This design comes from an exercise in tuning for small area and a short achievable clock period on the open sky130 flow, not from production work. Function was checked by simulation only, so behaviour that the tests miss may differ from the original. The clock port is modelled as an ideal driver; clocking choices that lean on that would not hold on a real chip.

// fifo_rd_stream
module fifo_rd_stream #(
    parameter int DATA_WIDTH = 512,
    parameter int RD_LATENCY = 3,
    parameter int BUF_DEPTH  = 8
) (
    input  logic                         i_clk,
    input  logic                         i_rst_n,
    input  logic                         i_enable,
    output logic                         o_fifo_rd,
    input  logic                         i_empty,
    input  logic [DATA_WIDTH-1:0]        i_fifo_data,
    input  logic                         i_fifo_rddata_vld,
    output logic [DATA_WIDTH-1:0]        o_tdata,
    output logic                         o_tvalid,
    input  logic                         i_tready,
    output logic [$clog2(BUF_DEPTH):0]   o_level,
    output logic [$clog2(BUF_DEPTH):0]   o_inflight,
    output logic                         o_error_unexp,
    output logic                         o_error_ovf
);
Size in the first run: ~6800 cells after synthesis, roughly 4100 flip-flops, about 1000 I/O pins, about 140000 sq um of cells after synthesis.
export LEC_CHECK = 0
export CAP_MARGIN = 20
export CORE_MARGIN = 2
export CORE_UTILIZATION = 60
export PLACE_DENSITY = 0.7
export SETUP_SLACK_MARGIN = 2.0
export SLEW_MARGIN = 20
export SYNTH_HIERARCHICAL = 1
export SYNTH_MEMORY_MAX_BITS = 65536
export SYNTH_MINIMUM_KEEP_SIZE = 0
create_clock -name core_clock -period 4.6 [get_ports {i_clk}]
standard.sh (not shown) runs the stock make flow with config.mk's settings and CLKGATE_MAP_FILE= SYNTH_SCRIPT=/design/flow/synth_recipe.tcl, a recipe that flattens the netlist after the stock synthesis.
==> flow/flow/run.sh <==
#!/bin/bash
# Standard ORFS layout (the standard.sh, synthesis unchanged) with:
#  - port buffers built from buf_1 instead of the default pick (a slow clock-delay cell),
#  - clock tree without dummy loads.
set -euo pipefail
bash standard.sh \
  "BUFFER_PORTS_ARGS=-buffer_cell sky130_fd_sc_hd__buf_1" \
  "CTS_ARGS=-sink_clustering_enable -repair_clock_nets -dont_use_dummy_load" \
  finish > flow_standard.log 2>&1
The starting point completed without violations.
Then changed:
==> flow/flow/run.sh (replaced) <==
#!/bin/bash
# Standard ORFS layout (the standard.sh, synthesis unchanged) with:
#  - port buffers built from buf_1 instead of the default pick (a slow clock-delay cell),
#  - a clock tree with larger sink clusters and no dummy loads,
#  - the reset's removal-check delay placed on the flip-flop branch only (flow/rst_branch.tcl).
set -euo pipefail
here=$(pwd)
bash standard.sh \
  "BUFFER_PORTS_ARGS=-buffer_cell sky130_fd_sc_hd__buf_1" \
  "CTS_ARGS=-sink_clustering_enable -repair_clock_nets -dont_use_dummy_load -sink_clustering_size 30 -sink_clustering_max_diameter 100" \
  "PRE_CTS_TCL=$here/flow/rst_branch.tcl" \
  finish > flow_standard.log 2>&1
==> flow/flow/rst_branch.tcl (new file) <==
# PRE_CTS hook: the reset port feeds both the combinational o_fifo_rd gate and the flip-flops'
# asynchronous reset pins. Those pins need extra delay for their removal (hold) check; put a
# delay buffer on that branch only, so the o_fifo_rd path is not slowed, and keep hold repair
# from adding its delay on the shared port net.
set blk [ord::get_db_block]
set pnet [$blk findNet i_rst_n]
set inbuf ""
foreach it [$pnet getITerms] {
  if {[$it isInputSignal]} { set inbuf [$it getInst] }
}
if {$inbuf ne ""} {
  set onet ""
  foreach it [$inbuf getITerms] { if {[$it isOutputSignal]} { set onet [$it getNet] } }
  set loads {}
  foreach it [$onet getITerms] {
    if {![$it isInputSignal]} continue
    set m [[$it getInst] getMaster]
    set pin [[$it getMTerm] getName]
    set mn [$m getName]
    if {$pin eq "RESET_B" || $pin eq "SET_B" || [string match "*__buf_*" $mn] || [string match "*__clkbuf_*" $mn]} {
      lappend loads [get_pins "[[$it getInst] getName]/$pin"]
    }
  }
  puts "rst_branch: [llength $loads] loads moved behind a delay buffer on [$onet getName]"
  if {[llength $loads] > 0} {
    insert_buffer -buffer_cell sky130_fd_sc_hd__dlygate4sd3_1 -net [get_nets [$onet getName]] \
      -load_pins $loads -buffer_name rst_dly_buf -net_name rst_dly
  }
  set_dont_touch [get_nets i_rst_n]
  set_dont_touch [get_nets [$onet getName]]
}
Settings changed: SETUP_SLACK_MARGIN 2.0 to 2.2.
Effect: The new run went through all stages and came out clean. Worst setup slack improved by 88 ps. Core utilization drops by 2.3 points. First-iteration DRC count climbs by about 2.5%. Synthesized area is unchanged. Via count drops by 1.8%. Worst hold slack improved by 150 ps.

-- re-timing with driven ports --
No port has a modelled driver above. Below, the same layouts with a new extraction and two added sets of constraints.
Step 1, drivers: a clkbuf_16 drives i_clk and a buf_2 each remaining input, both assumed.
Step 2 adds t to the input delays and takes it off the output delays; t is the mean of the earliest and latest rising clock arrival at the registers after step 1. Input paths then give back, and output paths get back, about the clock's delay inside the block.
Slacks: no drivers / after step 1 / after step 2; pairs: no drivers / after step 1.
run | t (ns) | setup slack, ns | hold slack, ns | clock arrival spread, ns | worst register clock-pin slew, ns
the first run | 1.052 | 1.822 / 1.722 / 1.203 | 0.250 / 0.176 / 0.382 | 0.135 / 0.135 | 0.07 / 0.07
the second run | 0.881 | 1.910 / 1.862 / 1.204 | 0.399 / 0.331 / 0.408 | 0.152 / 0.152 | 0.11 / 0.11
After both steps every run listed still meets setup and hold. The setup slack of the second run, which loses most, moves by -0.048 ns with the drivers and by -0.706 ns with both steps.
